This design comes from an exercise in tuning for small area and a short achievable clock period on the open sky130 flow, not from production work. No run shown here included a check of the RTL's function; only the layout flow was run. Power and IR drop assume default switching activity.

==> config.mk <==
export PLATFORM = sky130hd
export DESIGN_NAME = sample_fifo
export DESIGN_NICKNAME = sample_fifo
export VERILOG_FILES = /design/flow/design.v
export SDC_FILE = /design/flow/constraint.sdc
export NUM_CORES = 4
export LEC_CHECK = 0
export ABC_CLOCK_PERIOD_IN_PS = 2500
export CAP_MARGIN = 20
export CORE_MARGIN = 2
export CORE_UTILIZATION = 45
export SETUP_SLACK_MARGIN = 2.2
export SLEW_MARGIN = 20
export SYNTH_MEMORY_MAX_BITS = 8192
==> constraint.sdc <==
create_clock -name core_clock -period 4.8 [get_ports {clk}]
set_input_delay 0.9600 -clock core_clock [delete_from_list [all_inputs] [get_ports {clk}]]
set_output_delay 0.9600 -clock core_clock [all_outputs]
set_load 0.01 [all_outputs]
==> design.v <==
package sdr_pkg;
   localparam int SAMPLE_W   = 8;
   localparam int FIFO_DEPTH = 512;
   localparam int STAT_W     = 16;
   typedef logic [SAMPLE_W-1:0] sample_t;
endpackage
module fifo_ram #(
   parameter int DEPTH = 512,
   parameter int WIDTH = 8,
   parameter int NB    = 4
) (
   input  logic                                   clk,
   input  logic                                   i_we,
   input  logic [$clog2(DEPTH)-1:0]               i_waddr,
   input  logic [WIDTH-1:0]                       i_wdata,
   input  logic [NB-1:0][$clog2(DEPTH/NB)-1:0]    i_baddr,
   output logic [NB-1:0][WIDTH-1:0]               o_pre
);
   localparam int AW = $clog2(DEPTH);
   localparam int BW = $clog2(NB);
   localparam int RW = AW - BW;
   logic [WIDTH-1:0] w_word [NB][DEPTH/NB];
   for (genvar i = 0; i < DEPTH; i++) begin : g_word
      logic [WIDTH-1:0] r_q;
      always_ff @(posedge clk)
         if (i_we && i_waddr == AW'(i)) r_q <= i_wdata;
      assign w_word[i % NB][i / NB] = r_q;
   end
   for (genvar b = 0; b < NB; b++) begin : g_bank
      logic [WIDTH-1:0] r_pre;
      logic             w_hit;
      assign w_hit = i_we && i_waddr == {i_baddr[b], BW'(b)};
      always_ff @(posedge clk)
         r_pre <= w_hit ? i_wdata : w_word[b][i_baddr[b]];
      assign o_pre[b] = r_pre;
   end
endmodule
module sample_fifo #(
   parameter int DEPTH       = sdr_pkg::FIFO_DEPTH,
   parameter int WIDTH       = sdr_pkg::SAMPLE_W,
   parameter int AFULL_LEVEL = DEPTH - 64
) (
   input  logic                   clk,
   input  logic                   rst_n,
   input  logic [WIDTH-1:0]       wr_data,
   input  logic                   wr_en,
   output logic                   full,
   output logic                   almost_full,
   input  logic                   read,
   output logic [WIDTH-1:0]       sample,
   output logic                   empty,
   output logic [$clog2(DEPTH):0] level,
   input  logic                   i_stats_clr,
   output logic [sdr_pkg::STAT_W-1:0]      o_overflow_cnt,
   output logic [sdr_pkg::STAT_W-1:0]      o_underflow_cnt
);
   localparam int AW = $clog2(DEPTH);
   localparam int NB = 4;                  
   localparam int BW = $clog2(NB);
   localparam int RW = AW - BW;
   logic [AW-1:0]            r_wr_ptr;
   logic [BW-1:0]            r_rd_bank;    
   logic [NB-1:0][RW-1:0]    r_bank_addr;  
   logic [NB-1:0][WIDTH-1:0] w_pre;
   logic [AW:0]   r_level, w_level_nxt;
   logic          r_empty, r_full, r_afull;
   logic          w_wr, w_rd;
   logic [WIDTH-1:0] r_sample;
   assign w_wr        = wr_en & ~r_full;
   assign w_rd        = read & ~r_empty;
   assign w_level_nxt = r_level + (AW+1)'(w_wr) - (AW+1)'(w_rd);
   assign level       = r_level;
   assign empty       = r_empty;
   assign full        = r_full;
   assign almost_full = r_afull;
   assign sample      = r_sample;
   always_ff @(posedge clk or negedge rst_n)
      if (!rst_n) begin
         r_wr_ptr    <= '0;
         r_rd_bank   <= '0;
         r_bank_addr <= '0;
         r_level     <= '0;
         r_empty     <= 1'b1;
         r_full      <= 1'b0;
         r_afull     <= 1'b0;
         r_sample    <= '0;
      end else begin
         if (w_wr) r_wr_ptr <= r_wr_ptr + 1'b1;
         if (w_rd) begin
            r_rd_bank <= r_rd_bank + 1'b1;
            r_bank_addr[r_rd_bank] <= r_bank_addr[r_rd_bank] + 1'b1;
            r_sample <= w_pre[r_rd_bank];
         end
         r_level <= w_level_nxt;
         r_empty <= w_level_nxt == '0;
         r_full  <= w_level_nxt == (AW+1)'(DEPTH);
         r_afull <= w_level_nxt >= (AW+1)'(AFULL_LEVEL);
      end
   fifo_ram #(.DEPTH(DEPTH), .WIDTH(WIDTH), .NB(NB)) u_ram (
      .clk     (clk),
      .i_we    (~r_full),
      .i_waddr (r_wr_ptr),
      .i_wdata (wr_data),
      .i_baddr (r_bank_addr),
      .o_pre   (w_pre)
   );
   logic [sdr_pkg::STAT_W-1:0] r_ovf_cnt, r_udf_cnt;
   always_ff @(posedge clk or negedge rst_n)
      if (!rst_n) begin
         r_ovf_cnt <= '0;
         r_udf_cnt <= '0;
      end else if (i_stats_clr) begin
         r_ovf_cnt <= '0;
         r_udf_cnt <= '0;
      end else begin
         if (wr_en & r_full & ~&r_ovf_cnt) r_ovf_cnt <= r_ovf_cnt + 1'b1;
         if (read & r_empty & ~&r_udf_cnt) r_udf_cnt <= r_udf_cnt + 1'b1;
      end
   assign o_overflow_cnt  = r_ovf_cnt;
   assign o_underflow_cnt = r_udf_cnt;
endmodule
==> run.sh <==
#!/bin/bash
# synth_recipe.tcl (not shown) runs the flow's synth.tcl, then flattens the netlist and writes it again
# the make line also repeats each setting of config.mk as NAME=value (left out here)
make -C /OpenROAD-flow-scripts/flow DESIGN_CONFIG=/design/flow/config.mk WORK_HOME=/design/flow/orfs CLKGATE_MAP_FILE= SYNTH_SCRIPT=/design/flow/synth_recipe.tcl finish
==> results of run 1 <==
[placed cells by master, fill, tap and decap left out, types with 224 or more instances in the layout]
master and instances:
a22oi_1 925, a32oi_1 269, buf_12 246, buf_4 1588
buf_6 235, clkbuf_16 465, edfxtp_1 4096, nand3_1 226
nor2_1 611, o22ai_1 224
[worst register-to-register path: stages (launching register included)]
cell and delay [ps]:
dfrtp_4 470, buf_4 160, buf_4 130, buf_16 130
nor4bb_4 90, buf_4 190, buf_8 170, a222oi_1 1120
o22ai_1 140, nor4_1 380, nand3_1 270, nor4_2 210
a31oi_1 100
[area by class of cell]
class	count	area, sq um
Clock buffer	564	11800
Inverter	37	145
Tap cell	4751	5940
Timing Repair Buffer	2234	22000
Antenna cell	33	82.6
Multi-Input combinational cell	4772	37800
Sequential cell	4220	126000
Fill cell	27500	149000
Clock inverter	260	2450
[metrics by stage]
step / worst slack (ps) / cell area, sq um / util / cells
after floorplan: 1030 / 160000 / - / 9718
after global placement: 102 / 176000 / 0.495 / 15200
after detailed placement: 271 / 176000 / 0.496 / 15200
after CTS: 1390 / 202000 / 0.568 / 16600
after global routing: 1280 / 206000 / 0.580 / 16800
final: 1140 / 206000 / 0.580 / 16900
[power by group through the flow]
stage	combinational (W)	sequential (W)	clock [W]
2_1_floorplan	0.00505	0.0421	0
3_3_place_gp	0.0121	0.0429	0
3_5_place_dp	0.0121	0.0429	0
4_1_cts	0.0149	0.0420	0.0344
5_1_grt	0.0171	0.0420	0.0358
6_report	0.0173	0.0420	0.0346
[logic make-up (layout without fill, tap and decap cells)]
family | Yosys count | count (layout) | synth area share
and+or+nand+nor | 2061 | 2068 | 0.0641
AOI/OAI and AO/OA | 2544 | 2544 | 0.120
adders and majority gates | 24 | 24 | 0.00192
muxes | 59 | 59 | 0.00497
other | 0 | 33 | 0
xor gates and xnor gates | 77 | 77 | 0.00421
buffers and inverters | 733 | 3095 | 0.0190
DFF | 4220 | 4220 | 0.785
[state kept, by name, indices dropped and copies added (netlist names), 2 cells and up]
name,flops
u_ram.g_word.r_q,4096
u_ram.g_bank.r_pre,32
r_bank_addr,28
r_ovf_cnt,16
r_udf_cnt,16
r_level,10
r_wr_ptr,9
r_sample,8
r_rd_bank,2
[worst max-delay path by stage]
| stage | depth (start not counted) | slack [ps] | endpoint | start |
|---|---|---|---|---|
| 2_1_floorplan | 14 | 1030 | r_full | read |
| 3_3_place_gp | 14 | 100 | r_empty | wr_en |
| 3_5_place_dp | 14 | 270 | r_full | wr_en |
| 4_1_cts | 13 | 1390 | r_full | r_full |
| 5_1_grt | 13 | 1280 | r_full | r_full |
| 6_report | 12 | 1140 | u_ram.g_bank[0].r_pre[5] | r_bank_addr[2] |
[metal layers]
layer / part of all wire / global-route usage / wire length (um)
met2: 0.41 / 0.659 / 361000
met1: 0.34 / 0.607 / 300000
met4: 0.087 / 0.316 / 76600
met5: 0.00051 / 0.00277 / 445
met3: 0.16 / 0.167 / 139000
[repair_timing]
| item | CTS | global route |
|---|---|---|
| hold buffers | 1 | 0 |
| gates cloned | 29 | 12 |
| endpoints found under the setup margin | 3965 | 689 |
| buffers inserted | 572 | 218 |
| resized for setup | 1527 | 443 |
| pin swaps | 289 | 225 |
| endpoints found under the hold margin | 32 | 0 |
==> flow_summary.toml, run 1 <==
[placement]
gp_congestion = 1.05
place_hpwl_um = 560000
io_buffer_count = 65

[timing]
tns_ps = 0
max_freq_mhz = 273
fin_worst_skew_ps = 69.1
period_needed_ps = 3660
setup_viol = 0
whs_ps = 410
slew_headroom = 0.0648
rsz0062_at_grt = "true"
final-max-slew-violation-count = 0
hold_violations = 0
worst_pin_slew_ps = 1390
period_share = 0.763

[synthesis]
seq_area_frac_synth = 0.785
synth_cells = 9718
synth_edf_count = 4096
synthArstFlopShare = 0.0218
yosysMostFrequentCell = "edfxtp_1"
synth_area_sq_um = 160000
synth_top_area_share = 0.767
yosys.area.top_type = "edfxtp_1"
synth_nets = 9755
synthTopCellsByCount = "4,096 x edfxtp_1, 1,025 x a22oi_1, 898 x nor2_1, 460 x clkbuf_1, 328 x a32oi_1"
synth_flop_cell = "edfxtp_1"
avgSynthCellArea_sq_um = 16.5
synth_cell_types = 84
ys_ff_latch = 4220
synth_area_leaders = "edfxtp_1 77%, a22oi_1 4.8%, nor2_1 2.1%"
yosysWarningCount = 3

[clocking]
clock_path_buffers = 4
clkSinkCount = 4220
clk_pin_slew_ps = 60
clk_latency_ps = 1080
h-tree-depth = 5
cts_root_buffer = "clkbuf_16"
cts_made_buffers = 443
cts_tree = "done"

[worst_hold_path]
hold_depth = 1
hold_start = "wr_data[5]"
min_path_type = "primary input to flip-flop"
holdPathEnd = "u_ram.g_word[92].r_q[5]"

[route]
drt-total-wl_um = 877000
drc = 0
via_count = 124000
viasPerCell = 7.32
wl_per_cell_um = 52.0
drtIter0Drc = 26700
drt_pre_antenna_iters = 10
antenna_left = 0

[worst_setup_path]
r2r_cells = 12
critPathMaxStageDelay_ps = 1100
critPathTopFamily = "compound AO/OA/AOI/OAI gates"
crit_top_cell = "buf_4"
cp_max_fo = 11
worstReg2RegEnd = "u_ram.g_bank[0].r_pre[5]"
reg2reg_setup_slack_ps = 1140
setup.worst_path.end_class = "flip-flop"
worst_ep_arrival_time_ps = 4570
worstSetupPathType = "flip-flop to flip-flop"
timing.critical_path.buf_inv = 5
start_kind = "flip-flop"
timing.rr.start = "r_bank_addr[2]"
path_cells = "buf_4, buf_4, buf_16, nor4bb_4, buf_4, buf_8, a222oi_1, o22ai_1, nor4_1, nand3_1, nor4_2, a31oi_1"
slowest_stage = "a222oi_1"
cp.required_ps = 5710

[final_layout]
final_layout_size_suffix_gt1_frac = 0.326
syn2layout_area_growth_pct = 28.6
nNetsFinal = 11700

[power_and_ir_drop]
power_density_nw_per_um2 = 455
pwr-share-seq = 0.448
peakVddDrop_v = 0.000381
swShare = 0.290
switching_power_w = 0.0273
p_int_w = 0.0667
p_total_w = 0.0939
power.clock.fraction = 0.368
power_frac_comb = 0.184
leakage_nw = 66.6

[die]
die-height_um = 601
die_area_sq_um = 361000
io_pins = 66
start_util = 0.451
core_sq_um = 355000
row_count = 219
die_w_um = 601

[grt]
grt_max_degree = 116
grt_pass1_vias = 111000
antenna_found_initial = 56
grt_pass1_wl_um = 1110000
overflow = 0
grt.total_usage = 0.468

[run]
cap_violations = 0

[outcome]
status = "timing/DRC/antenna clean"
==> run 2, diff against run 1 <==
--- a/design.v
+++ b/design.v
@@ -29,7 +29,18 @@
    for (genvar b = 0; b < NB; b++) begin : g_bank
+      logic [WIDTH-1:0] w_node [2*(DEPTH/NB)-1];
       logic [WIDTH-1:0] r_pre;
       logic             w_hit;
+      for (genvar k = 0; k < DEPTH/NB; k++) begin : g_leaf
+         assign w_node[k] = w_word[b][k];
+      end
+      for (genvar l = 0; l < RW; l++) begin : g_lvl
+         localparam int IN  = 2*(DEPTH/NB) - (2*(DEPTH/NB) >> l);
+         localparam int OUT = 2*(DEPTH/NB) - ((DEPTH/NB) >> l);
+         for (genvar j = 0; j < ((DEPTH/NB) >> (l+1)); j++) begin : g_mux
+            assign w_node[OUT+j] = i_baddr[b][l] ? w_node[IN+2*j+1] : w_node[IN+2*j];
+         end
+      end
       assign w_hit = i_we && i_waddr == {i_baddr[b], BW'(b)};
       always_ff @(posedge clk)
-         r_pre <= w_hit ? i_wdata : w_word[b][i_baddr[b]];
+         r_pre <= w_hit ? i_wdata : w_node[2*(DEPTH/NB)-2];
       assign o_pre[b] = r_pre;
@@ -57,3 +68,3 @@
    localparam int AW = $clog2(DEPTH);
-   localparam int NB = 4;                  
+   localparam int NB = 8;                  
    localparam int BW = $clog2(NB);
@@ -64,5 +75,5 @@
    logic [NB-1:0][WIDTH-1:0] w_pre;
-   logic [AW:0]   r_level, w_level_nxt;
+   logic [AW:0]   r_level, w_level_nxt, w_level_inc, w_level_dec;
    logic          r_empty, r_full, r_afull;
-   logic          w_wr, w_rd;
+   logic          w_wr, w_rd, w_up, w_dn;
    logic [WIDTH-1:0] r_sample;
@@ -70,3 +81,7 @@
    assign w_rd        = read & ~r_empty;
-   assign w_level_nxt = r_level + (AW+1)'(w_wr) - (AW+1)'(w_rd);
+   assign w_up        = w_wr & ~w_rd;
+   assign w_dn        = w_rd & ~w_wr;
+   assign w_level_inc = r_level + 1'b1;
+   assign w_level_dec = r_level - 1'b1;
+   assign w_level_nxt = w_up ? w_level_inc : (w_dn ? w_level_dec : r_level);
    assign level       = r_level;
@@ -94,5 +109,6 @@
          r_level <= w_level_nxt;
-         r_empty <= w_level_nxt == '0;
-         r_full  <= w_level_nxt == (AW+1)'(DEPTH);
-         r_afull <= w_level_nxt >= (AW+1)'(AFULL_LEVEL);
+         r_empty <= w_up ? 1'b0 : (w_dn ? r_level == (AW+1)'(1) : r_empty);
+         r_full  <= w_up ? r_level == (AW+1)'(DEPTH-1) : (w_dn ? 1'b0 : r_full);
+         r_afull <= w_up ? r_level >= (AW+1)'(AFULL_LEVEL-1) :
+                    (w_dn ? r_level >= (AW+1)'(AFULL_LEVEL+1) : r_afull);
       end
--- a/config.mk
+++ b/config.mk
@@ -10,4 +10,6 @@
 export CORE_MARGIN = 2
-export CORE_UTILIZATION = 45
-export SETUP_SLACK_MARGIN = 2.2
+export CORE_UTILIZATION = 55
+export CTS_CLUSTER_DIAMETER = 100
+export CTS_CLUSTER_SIZE = 30
+export SETUP_SLACK_MARGIN = 2.0
 export SLEW_MARGIN = 20
==> run 2 against run 1 <==
Still clean; clock-buffer cell count shrank 302; hold slack lost 370 ps; fmax grew 24%; total power shrank 3.6%; wire length shrank 52%; synthesized cell count shrank 22%; via count shrank 37%; flip-flop and latch count grew 53; clock skew shrank 11 ps; sequential share of layout area grew 7.4 points; first-iteration DRC count shrank 64%; highest routed layer unchanged.
==> flow_summary.toml, run 2 <==
[synthesis]
synth_area_leaders = "edfxtp_1 74%, mux4_2 18%, dfrtp_1 1.7%"
yosys.area.top_type = "edfxtp_1"
synth_edf_count = 4096
synth_flop_cell = "edfxtp_1"
ys_ff_latch = 4273
synth_cells = 7580
synth_top_area_share = 0.737
synth_cell_types = 65
yosysWarningCount = 11
synthTopCellsByCount = "4,096 x edfxtp_1, 1,316 x mux4_2, 653 x nor2_1, 290 x clkbuf_1, 120 x buf_1"
synth_area_sq_um = 167000
synth_nets = 7614
yosysMostFrequentCell = "edfxtp_1"
synthArstFlopShare = 0.0264
seq_area_frac_synth = 0.762
avgSynthCellArea_sq_um = 22.0

[route]
wl_per_cell_um = 35.3
drtIter0Drc = 9685
drt_pre_antenna_iters = 5
via_count = 78300
viasPerCell = 6.59
drt-total-wl_um = 420000
drc = 0
antenna_left = 0

[placement]
place_hpwl_um = 251000
io_buffer_count = 65
pre_cts_ws_ps = 838
placed_area_sq_um = 173000
gp_congestion = 0.889

[die]
die_area_sq_um = 308000
io_pins = 66
die-height_um = 555
die_w_um = 555
start_util = 0.552
core_sq_um = 302000
row_count = 202

[clocking]
cts_tree = "done"
clock_path_buffers = 4
h-tree-depth = 4
clk_pin_slew_ps = 110
holdBufCountCts = 0
cts_root_buffer = "clkbuf_16"
clk_latency_ps = 930
clkSinkCount = 4273
cts_made_buffers = 167

[timing]
slew_headroom = 0.112
fin_worst_skew_ps = 57.9
rsz0062_at_grt = "true"
max_freq_mhz = 338
final-max-slew-violation-count = 0
worst_pin_slew_ps = 1330
fin_ws_ps = 1840
tns_ps = 0
hold_violations = 0
period_needed_ps = 2960
setup_viol = 0
period_share = 0.617

[grt]
grt.total_usage = 0.274
grt_pass1_wl_um = 596000
grt_pass1_vias = 77800
grt_max_degree = 150
overflow = 0
antenna_found_initial = 14

[power_and_ir_drop]
leakage_nw = 55.3
power_density_nw_per_um2 = 488
peakVddDrop_v = 0.000446
p_total_w = 0.0905

[final_layout]
final_layout_size_suffix_gt1_frac = 0.345
design_area_sq_um = 186000
layout_common_cells = "4,096 x edfxtp_1, 1,316 x mux4_2, 311 x nor2_4"
largest_register_ffs = 4096
multiInputGateArea_sq_um = 41700
nNetsFinal = 7825
top_regs = "u_ram.g_word.r_q x4096, u_ram.g_bank.r_pre x64, r_bank_addr x48"
nFillCells = 20800
regArea_sq_um = 127000
layout_commonest_cell = "edfxtp_1"
largest_register = "u_ram.g_word.r_q"
syn2layout_area_growth_pct = 11.2
final_util = 0.614

[worst_setup_path]
worstSetupPathType = "flip-flop to flip-flop"
cp_max_fo = 7
worst_ep_arrival_time_ps = 3790
cp.required_ps = 5630
setup.worst_path.end_class = "flip-flop"
start_kind = "flip-flop"

[worst_hold_path]
min_path_type = "primary input to async pin"

[outcome]
status = "timing/DRC/antenna clean"

[run]
cap_violations = 0
run 2: cell types whose count changed in the layout (fill, tap and decap cells not counted), sizes merged, moves of 129 or more:
| cell | delta |
|---|---|
| nor2 | -245 |
| clkinv | -183 |
| o22ai | -275 |
| mux4 | +1301 |
| a221oi | -129 |
| nand3 | -219 |
| a21oi | -163 |
| a22oi | -1023 |
| nand2 | -140 |
| clkbuf | -318 |
| a222oi | -139 |
| buf | -1731 |
| a32oi | -326 |
| a22o | -166 |
run 2: repair_timing:
item | in CTS | in global routing
cloned | 35 | 6
pin swaps | 52 | 39
resized for setup | 1000 | 231
endpoints found under the setup margin | 4166 | 2295
buffers inserted | 160 | 42
run 2: worst paths after layout:
| path | start | end | cells after the start | slack (ps) |
|---|---|---|---|---|
| min | rst_n | r_full | 1 | 40 |
| max | r_bank_addr[6] | u_ram.g_bank[1].r_pre[0] | 8 | 1840 |
| max in group asynchronous | rst_n | r_udf_cnt[7] | 2 | 3800 |
| min in group core_clock | wr_data[5] | u_ram.g_word[291].r_q[5] | 1 | 450 |
| min reg2reg | r_level[7] | r_level[7] | 1 | 560 |
| max reg2reg | r_bank_addr[6] | u_ram.g_bank[1].r_pre[0] | 8 | 1840 |
run 2: layout make-up:
cell class,instances,share of cell area
timing repair buffer,539,0.0355
antenna,7,0.0000944
sequential,4273,0.686
inverter,17,0.000411
clock inverter,17,0.00114
tap,3978,0.0268
clock buffer,262,0.0253
multi-input combinational,2793,0.225
run 2: metal layers:
metal / wire, um / vias up / global-route usage
met4: 12100 / 4 / 0.0666
met1: 178000 / 43100 / 0.417
met5: 30 / - / 0
met3: 29100 / 404 / 0.0333
met2: 201000 / 2945 / 0.430
li1: - / 31900 / -
run 2: where the power goes:
part	switching, W	leakage [nW]	internal, W	total [W]
clock	0.0110	2.35	0.00698	0.0180
sequential	0.00170	38.7	0.0419	0.0436
combinational	0.0158	14.2	0.0132	0.0290
run 2: cell families (layout without fill, tap and decap cells):
kind of cell / count (synthesis) / after routing / share of synthesized area
AOI/OAI and AO/OA: 183 / 183 / 0.00751
muxes: 1391 / 1391 / 0.182
other: 0 / 7 / 0
buffers and inverters: 514 / 835 / 0.0124
adders and majority gates: 21 / 21 / 0.00162
DFF: 4273 / 4273 / 0.762
xor gates and xnor gates: 106 / 106 / 0.00556
and+or+nand+nor: 1092 / 1092 / 0.0290
run 2: worst max-delay path, cell delays in order (launching register included):
cell and delay, ps:
dfrtp_4 460, buf_6 110, buf_12 150, buf_8 140, buf_16 150, mux4_2 530, mux4_2 550, mux4_2 490
mux2_4 260
run 2: through the flow:
stage / instances / hold slack [ps]
floorplan: 7580 / 485
global placement: 11400 / 509
detailed placement: 11400 / 506
CTS: 11800 / 65.1
global route: 11900 / 124
finish: 11900 / 36.3

## static timing again, ports no longer ideal
No port has a modelled driver above. Below, the same layouts with a new extraction and two added sets of constraints.
Step 1 sets driving cells, clkbuf_16 on the clock port and buf_2 on the other inputs (assumed; they add their load-dependent delay and slew).
Step 2 also shifts input and output timing later by t, the mid clock arrival at the registers, as if the neighbouring blocks saw the same clock.
Slacks: ideal / step 1 / step 2; pairs: ideal / step 1.
run	shift t [ns]	setup WS [ns]	worst hold slack (ns)	worst slew at a driven data input, ns
run 1	1.163	1.137 / 1.137 / 0.351	0.410 / 0.327 / 0.577	0.06
run 2	1.000	1.840 / 1.840 / 1.255	0.036 / -0.022 / 0.560	0.08
After both steps every run listed still meets setup and hold. The setup slack of run 1, which loses most, moves by 0.000 ns with the drivers and by -0.786 ns with both steps.
